Source: an optimization exercise on an open RTL-to-GDS flow (aim: small area). Production flows keep margins and buffers that such runs may drop.
In this exercise RTL edits were held to simulation tests only and were not proved equivalent to the original.
Power is estimated from default activity; no workload was simulated. No driver is modelled on the clock port, so clocking that relies on it looks cheaper here than on a real chip.

Design uartAxiBridge, start of the top module:
module uartAxiBridge (
  input  logic        clk,
  input  logic        axi_resetn,
  input  logic [7:0]  rxByte,
  input  logic        rxByteValid,
  input  logic        txReady,
  output logic [7:0]  txByte,
  output logic        txByteStrobe,
  output logic [31:0] axi_awaddr,
  output logic [2:0]  axi_awprot,
  output logic        axi_awvalid,
  input  logic        axi_awready,
  output logic [31:0] axi_wdata,
  output logic [3:0]  axi_wstrb,
  output logic        axi_wvalid,
  input  logic        axi_wready,
  input  logic [1:0]  axi_bresp,
  input  logic        axi_bvalid,
  output logic        axi_bready,
  output logic [31:0] axi_araddr,
  output logic [2:0]  axi_arprot,
  output logic        axi_arvalid,
  input  logic        axi_arready,
  input  logic [31:0] axi_rdata,
  input  logic [1:0]  axi_rresp,
  input  logic        axi_rvalid,
  output logic        axi_rready
);
Size in the first run: about 940 flip-flops, ~170 I/O pins, about 37000 sq um of cells after synthesis.
export LEC_CHECK = 0
export ABC_AREA = 1
export CAP_MARGIN = 20
export CORE_MARGIN = 2
export CORE_UTILIZATION = 40
export SLEW_MARGIN = 20
create_clock -name core_clock -period 5.5 [get_ports {clk}]
standard.sh (not shown) runs the stock make flow with config.mk's settings and CLKGATE_MAP_FILE= SYNTH_SCRIPT=/design/flow/synth_recipe.tcl, a recipe that flattens the netlist after the stock synthesis.
==> flow/flow/run.sh <==
#!/bin/bash
# Own layout flow: the standard ORFS flow (standard.sh, unchanged synthesis, floorplan,
# power grid and routing) with a lighter clock tree (no dummy loads, larger sink clusters)
# and the smallest buffer on the ports. Each step's full log stays in orfs/logs/; make's own
# output goes to make.log in this folder.
set -euo pipefail
bash standard.sh finish \
  "CTS_ARGS=-sink_clustering_enable -repair_clock_nets -dont_use_dummy_load -buf_list sky130_fd_sc_hd__clkbuf_16 -sink_clustering_size 30 -sink_clustering_max_diameter 100" \
  "BUFFER_PORTS_ARGS=-buffer_cell sky130_fd_sc_hd__buf_1" > make.log 2>&1
The starting point produced a clean layout.
Rerun with:
==> flow/flow/run.sh (replaced) <==
#!/bin/bash
# Own layout flow: the standard ORFS flow (standard.sh) with three changes to how the layout
# is made:
#  - ABC maps the logic for area with amap (flow/abc_area.script) instead of ORFS's area script,
#    which maps with map -B 0.9 and then buffers and upsizes; flip-flop mapping is unchanged;
#  - a lighter clock tree: no dummy loads, larger sink clusters;
#  - the smallest buffer (buf_1) on the ports.
# Every step's full log stays in orfs/logs/; make's own output goes to make.log in this folder.
set -euo pipefail
here=$(pwd)
rm -rf "$here/scripts_own"
cp -r "$FLOW_HOME/scripts" "$here/scripts_own"
cp "$here/flow/abc_area.script" "$here/scripts_own/abc_area.script"
bash standard.sh finish \
  "SCRIPTS_DIR=$here/scripts_own" \
  "CTS_ARGS=-sink_clustering_enable -repair_clock_nets -dont_use_dummy_load -buf_list sky130_fd_sc_hd__clkbuf_16 -sink_clustering_size 30 -sink_clustering_max_diameter 100" \
  "BUFFER_PORTS_ARGS=-buffer_cell sky130_fd_sc_hd__buf_1" > make.log 2>&1
==> flow/flow/abc_area.script (new file) <==
strash
dch -f
amap
strash
dch -f
amap
topo
- CAP_MARGIN: 20 -> 0
- SLEW_MARGIN: 20 -> 0
The new run finished with timing, DRC and antenna clean; sequential share of layout area came out higher by 2.1 points; wire length fell by 2.2%; core utilization rose by 1.1 points.
Rerun with:
- CAP_MARGIN: 0 -> 20
- SLEW_MARGIN: 0 -> 20
What happened:
- The new run finished with timing, DRC and antenna clean
- area after synthesis does not change
- total power is unchanged
- global-route usage does not change
- sequential power stays flat
- final area stays the same
- count of clock-buffer cells in the layout is unchanged
- core utilization stays the same
- setup slack stays the same
- flip-flop and latch count stays the same
- wire length is unchanged

========
run 1:
Another version of the RTL of uartAxiBridge (not shown whole).
Size: about 3000 cells after synthesis, about 940 flip-flops, ~37000 µm² of cells after synthesis.
Settings: LEC_CHECK=0, ABC_AREA=1, CAP_MARGIN=20, CORE_MARGIN=2, CORE_UTILIZATION=40, SLEW_MARGIN=20; clock period 5.5 ns.
==> flow/flow/run.sh <==
#!/bin/bash
# Own layout flow: the standard ORFS flow (standard.sh, unchanged synthesis, floorplan,
# power grid and routing) with a lighter clock tree (no dummy loads, larger sink clusters)
# and the smallest buffer on the ports. Each step's full log stays in orfs/logs/; make's own
# output goes to make.log in this folder.
set -euo pipefail
bash standard.sh finish \
  "CTS_ARGS=-sink_clustering_enable -repair_clock_nets -dont_use_dummy_load -buf_list sky130_fd_sc_hd__clkbuf_16 -sink_clustering_size 30 -sink_clustering_max_diameter 100" \
  "BUFFER_PORTS_ARGS=-buffer_cell sky130_fd_sc_hd__buf_1" > make.log 2>&1
Run 1 went all the way through the flow, and no timing, DRC or antenna check failed.
#### Input delta (run 2 over run 1)
==> flow/run.sh (new file) <==
#!/bin/bash
# synth_recipe.tcl (not shown) runs the flow's synth.tcl, then flattens the netlist and writes it again
# the make line also repeats each setting of config.mk as NAME=value (left out here)
make -C /OpenROAD-flow-scripts/flow DESIGN_CONFIG=/design/flow/config.mk WORK_HOME=/design/flow/orfs CLKGATE_MAP_FILE= SYNTH_SCRIPT=/design/flow/synth_recipe.tcl finish
removed: flow/flow/run.sh
removed: flow/standard.sh
Notes after the runs:
Compared with run 1, run 2 shows pin count of the biggest net entering global routing lower by 18.
The sequential cell count of run 1 and that of run 2 are within noise of each other.
Run 2 reports its critical path launch point as i_frameTransmitter.txEntry[104] while run 1 reports i_frameTransmitter.txEntry[105].
Of run 1 and run 2, the run reporting the higher detailed placement HPWL was run 2.
From run 1 to run 2 the numbers moved as follows: first-iteration DRC count climbed 23; period utilization climbed 1.0 points; routed length per instance dropped about 1%.
Going from run 1 to run 2, design area grows by 3200 µm².
Run 2 finished every step from synthesis to the final layout, and the layout passed the timing, DRC and antenna checks.
Comparing run 1 and run 2, the lower wire length is on run 1.
Inputs modified between run 2 and run 3:
diff --git a/flow/config.mk b/flow/config.mk
--- a/flow/config.mk
+++ b/flow/config.mk
@@ -10,3 +10,4 @@
 export CORE_MARGIN = 2
 export CORE_UTILIZATION = 40
+export CTS_BUF_LIST = sky130_fd_sc_hd__clkbuf_4
 export SLEW_MARGIN = 20
## What came out
Against run 2, run 3 comes in about 1.4% higher on aggregate routed wire length.
Diff run 2 -> run 3 | share of layout cells above drive strength 1 | increase of 6.3 points
Run 3 and run 2 ended up with roughly the same sequential share of cell area.

========
Another version of the RTL of uartAxiBridge (not shown whole).
Size in the first run: about 940 flip-flops, about 170 I/O pins, about 34000 um^2 of cells after synthesis.
// uartAxiBridge
module uartAxiBridge (
  input  logic        clk,
  input  logic        axi_resetn,
  input  logic [7:0]  rxByte,
  input  logic        rxByteValid,
  input  logic        txReady,
  output logic [7:0]  txByte,
  output logic        txByteStrobe,
  output logic [31:0] axi_awaddr,
  output logic [2:0]  axi_awprot,
  output logic        axi_awvalid,
  input  logic        axi_awready,
  output logic [31:0] axi_wdata,
  output logic [3:0]  axi_wstrb,
  output logic        axi_wvalid,
  input  logic        axi_wready,
  input  logic [1:0]  axi_bresp,
  input  logic        axi_bvalid,
  output logic        axi_bready,
  output logic [31:0] axi_araddr,
  output logic [2:0]  axi_arprot,
  output logic        axi_arvalid,
  input  logic        axi_arready,
  input  logic [31:0] axi_rdata,
  input  logic [1:0]  axi_rresp,
  input  logic        axi_rvalid,
  output logic        axi_rready
);
  logic                      cmdValid;
  logic [16*8-1:0] rxWindow;
  logic                      pushReq;
  logic [108-1:0]    pushEntry;
  logic                      respPush;
  logic                      respPop;
  logic [108-1:0]    respHead;
  logic                      respFull;
  logic                      respEmpty;
  assign axi_awprot = 3'b001;
  assign axi_arprot = 3'b001;
  assign axi_wstrb  = 4'hF;
  frameReceiver i_frameReceiver (
    .clk(clk), .axi_resetn(axi_resetn),
    .rxByte(rxByte), .rxByteValid(rxByteValid),
    .cmdValid(cmdValid), .rxWindow(rxWindow)
  );
  commandEngine i_commandEngine (
    .clk(clk), .axi_resetn(axi_resetn),
    .cmdValid(cmdValid), .cmdFrame(rxWindow),
    .axi_awaddr(axi_awaddr), .axi_awvalid(axi_awvalid), .axi_awready(axi_awready),
    .axi_wdata(axi_wdata), .axi_wvalid(axi_wvalid), .axi_wready(axi_wready),
  ...
==> flow/config.mk <==
export PLATFORM = sky130hd
export DESIGN_NAME = uartAxiBridge
export DESIGN_NICKNAME = uartAxiBridge
export VERILOG_FILES = /design/flow/design.v
export SDC_FILE = /design/flow/constraint.sdc
export NUM_CORES = 4
export LEC_CHECK = 0
export ABC_AREA = 1
export CAP_MARGIN = 20
export CORE_MARGIN = 2
export CORE_UTILIZATION = 40
export SLEW_MARGIN = 20
==> flow/constraint.sdc <==
create_clock -name core_clock -period 5.5 [get_ports {clk}]
set_input_delay 1.1000 -clock core_clock [delete_from_list [all_inputs] [get_ports {clk}]]
set_output_delay 1.1000 -clock core_clock [all_outputs]
set_load 0.01 [all_outputs]
==> flow/flow/run.sh <==
#!/bin/bash
# Own layout flow: the standard ORFS flow (standard.sh) with three changes to how the layout
# is made:
#  - ABC maps the logic for area with amap (flow/abc_area.script) instead of ORFS's area script,
#    which maps with map -B 0.9 and then buffers and upsizes; flip-flop mapping is unchanged;
#  - a lighter clock tree: no dummy loads, larger sink clusters;
#  - the smallest buffer (buf_1) on the ports.
# Every step's full log stays in orfs/logs/; make's own output goes to make.log in this folder.
set -euo pipefail
here=$(pwd)
rm -rf "$here/scripts_own"
cp -r "$FLOW_HOME/scripts" "$here/scripts_own"
cp "$here/flow/abc_area.script" "$here/scripts_own/abc_area.script"
bash standard.sh finish \
  "SCRIPTS_DIR=$here/scripts_own" \
  "CTS_ARGS=-sink_clustering_enable -repair_clock_nets -dont_use_dummy_load -buf_list sky130_fd_sc_hd__clkbuf_16 -sink_clustering_size 30 -sink_clustering_max_diameter 100" \
  "BUFFER_PORTS_ARGS=-buffer_cell sky130_fd_sc_hd__buf_1" > make.log 2>&1
==> flow/flow/abc_area.script <==
strash
dch -f
amap
strash
dch -f
amap
topo
Edit:
--- a/flow/flow/run.sh
+++ b/flow/flow/run.sh
@@ -2,5 +2,6 @@
 # Own layout flow: the standard ORFS flow (standard.sh) with three changes to how the layout
 # is made:
-#  - ABC maps the logic for area with amap (flow/abc_area.script) instead of ORFS's area script,
+#  - ABC maps the logic with &nf and area recovery, three rounds (flow/abc_area.script), instead
+#    of ORFS's area script,
 #    which maps with map -B 0.9 and then buffers and upsizes; flip-flop mapping is unchanged;
 #  - a lighter clock tree: no dummy loads, larger sink clusters;
==> flow/flow/abc_area.script (replaced) <==
strash
&get -n
&dch -f
&nf -R 1000
&put
strash
&get -n
&dch -f
&nf -R 1000
&put
strash
&get -n
&dch -f
&nf -R 1000
&put
topo
Result:
- design area is lower by 2.2%
- global-route usage is lower by 0.54 points
- worst hold slack got worse by 0.011 ns
- cell count is lower by 5.6%
- count of clock-buffer cells in the layout is higher by 1
- core utilization is lower by 0.35 points
- combinational power is lower by 8.7%
- clock skew is higher by 0.0099 ns

========
## run A
uartAxiBridge, a different RTL version from the one above (not shown whole).
Size: ~1900 cells after synthesis, ~940 flip-flops, about 170 I/O pins, roughly 0.033 mm2 of cells after synthesis.
export LEC_CHECK = 0
export ABC_AREA = 1
export CAP_MARGIN = 20
export CORE_MARGIN = 2
export CORE_UTILIZATION = 40
export PLACE_DENSITY = 0.8
export SLEW_MARGIN = 20
create_clock -name core_clock -period 5.5 [get_ports {clk}]
==> flow/flow/run.sh <==
#!/bin/bash
# Own layout flow: the standard ORFS flow (standard.sh) with three changes to how the layout
# is made:
#  - ABC maps the logic with &nf and area recovery, five rounds (flow/abc_area.script), instead
#    of ORFS's area script,
#    which maps with map -B 0.9 and then buffers and upsizes; flip-flop mapping is unchanged;
#  - a lighter clock tree: no dummy loads, larger sink clusters;
#  - the smallest buffer (buf_1) on the ports.
# Every step's full log stays in orfs/logs/; make's own output goes to make.log in this folder.
set -euo pipefail
here=$(pwd)
rm -rf "$here/scripts_own"
cp -r "$FLOW_HOME/scripts" "$here/scripts_own"
cp "$here/flow/abc_area.script" "$here/scripts_own/abc_area.script"
bash standard.sh finish \
  "SCRIPTS_DIR=$here/scripts_own" \
  "CTS_ARGS=-sink_clustering_enable -repair_clock_nets -dont_use_dummy_load -buf_list sky130_fd_sc_hd__clkbuf_16 -sink_clustering_size 34 -sink_clustering_max_diameter 90" \
  "BUFFER_PORTS_ARGS=-buffer_cell sky130_fd_sc_hd__buf_1" > make.log 2>&1
==> flow/flow/abc_area.script <==
strash
&get -n
&dch -f
&nf -R 1000
&put
strash
&get -n
&dch -f
&nf -R 1000
&put
strash
&get -n
&dch -f
&nf -R 1000
&put
strash
&get -n
&dch -f
&nf -R 1000
&put
strash
&get -n
&dch -f
&nf -R 1000
&put
topo
Run A: flow completed, timing, DRC and antenna clean
#### Input delta (run B over run A)
# run A
export LEC_CHECK = 0
export ABC_AREA = 1
export CAP_MARGIN = 20
export CORE_MARGIN = 2
export CORE_UTILIZATION = 40
export PLACE_DENSITY = 0.8
export SLEW_MARGIN = 20
create_clock -name core_clock -period 5.5 [get_ports {clk}]
# run B
export LEC_CHECK = 0
export ABC_AREA = 1
export CAP_MARGIN = 20
export CORE_MARGIN = 2
export CORE_UTILIZATION = 40
export SLEW_MARGIN = 20
create_clock -name core_clock -period 5.5 [get_ports {clk}]
diff --git a/flow/flow/run.sh b/flow/flow/run.sh
--- a/flow/flow/run.sh
+++ b/flow/flow/run.sh
@@ -4 +4 @@
-#  - ABC maps the logic with &nf and area recovery, five rounds (flow/abc_area.script), instead
+#  - ABC maps the logic with &nf and area recovery, three rounds (flow/abc_area.script), instead
@@ -17 +17 @@
-  "CTS_ARGS=-sink_clustering_enable -repair_clock_nets -dont_use_dummy_load -buf_list sky130_fd_sc_hd__clkbuf_16 -sink_clustering_size 34 -sink_clustering_max_diameter 90" \
+  "CTS_ARGS=-sink_clustering_enable -repair_clock_nets -dont_use_dummy_load -buf_list sky130_fd_sc_hd__clkbuf_16 -sink_clustering_size 30 -sink_clustering_max_diameter 100" \
==> flow/flow/abc_area.script <==
strash
&get -n
&dch -f
&nf -R 1000
&put
strash
&get -n
&dch -f
&nf -R 1000
&put
strash
&get -n
&dch -f
&nf -R 1000
&put
topo
--- outcome ---
Run B has completed all stages; timing, DRC and antenna checks passed.
The run with more routed wire is run B, not run A.
The total power density per cell area in run B is 1.19 times that in run A.
Of the two values seen for critical path endpoint, txByte[6] was produced by run B and txByte[3] by run A.
Status: synthesized area parity (run A, run B)

==> re-timing with driven ports <==
No port has a modelled driver above. Below, the same layouts with a new extraction and two added sets of constraints. Step 1 (the two cells are an assumption about what drives the block):
set clk [get_ports {clk}]
set_driving_cell -lib_cell sky130_fd_sc_hd__clkbuf_16 $clk
set_driving_cell -lib_cell sky130_fd_sc_hd__buf_2 [delete_from_list [all_inputs] $clk]
Step 2 times the ports against the registers' clock, not the clock port: input delays grow and output delays shrink by t, the midpoint of the rising clock arrivals with the driver on. Three values: no drivers, after step 1, after step 2; two values: the first two.
run | t, ns | slack for setup (ns) | worst setup path at the end | slew at the worst register clock pin (ns) | worst data-port slew with drivers (ns)
the first run of note 1 | 0.649 | 0.800 / 0.737 / 1.386 | register to output | 0.11 / 0.11 | 0.10
the second run of note 1 | 0.645 | 0.319 / 0.260 / 0.483 | register to register | 0.12 / 0.12 | 0.04
the third run of note 1 | 0.645 | 0.319 / 0.260 / 0.483 | register to register | 0.12 / 0.12 | 0.04
run 1 | 0.635 | 0.357 / 0.290 / 0.926 | register to output | 0.12 / 0.12 | 0.09
run 2 | 0.713 | 0.300 / 0.238 / 0.951 | register to output | 0.07 / 0.07 | 0.07
run 3 | 1.133 | 0.278 / 0.218 / 1.315 | input to output | 0.08 / 0.08 | 0.07
the first run of note 3 | 0.647 | 0.181 / 0.113 / 0.355 | register to register | 0.12 / 0.12 | 0.04
the second run of note 3 | 0.655 | 0.349 / 0.278 / 0.930 | register to register | 0.11 / 0.11 | 0.04
run A | 0.627 | 0.627 / 0.566 / 1.081 | register to register | 0.12 / 0.12 | 0.10
run B | 0.637 | 0.611 / 0.547 / 1.107 | register to register | 0.11 / 0.11 | 0.07
After both steps every run listed still meets setup and hold.
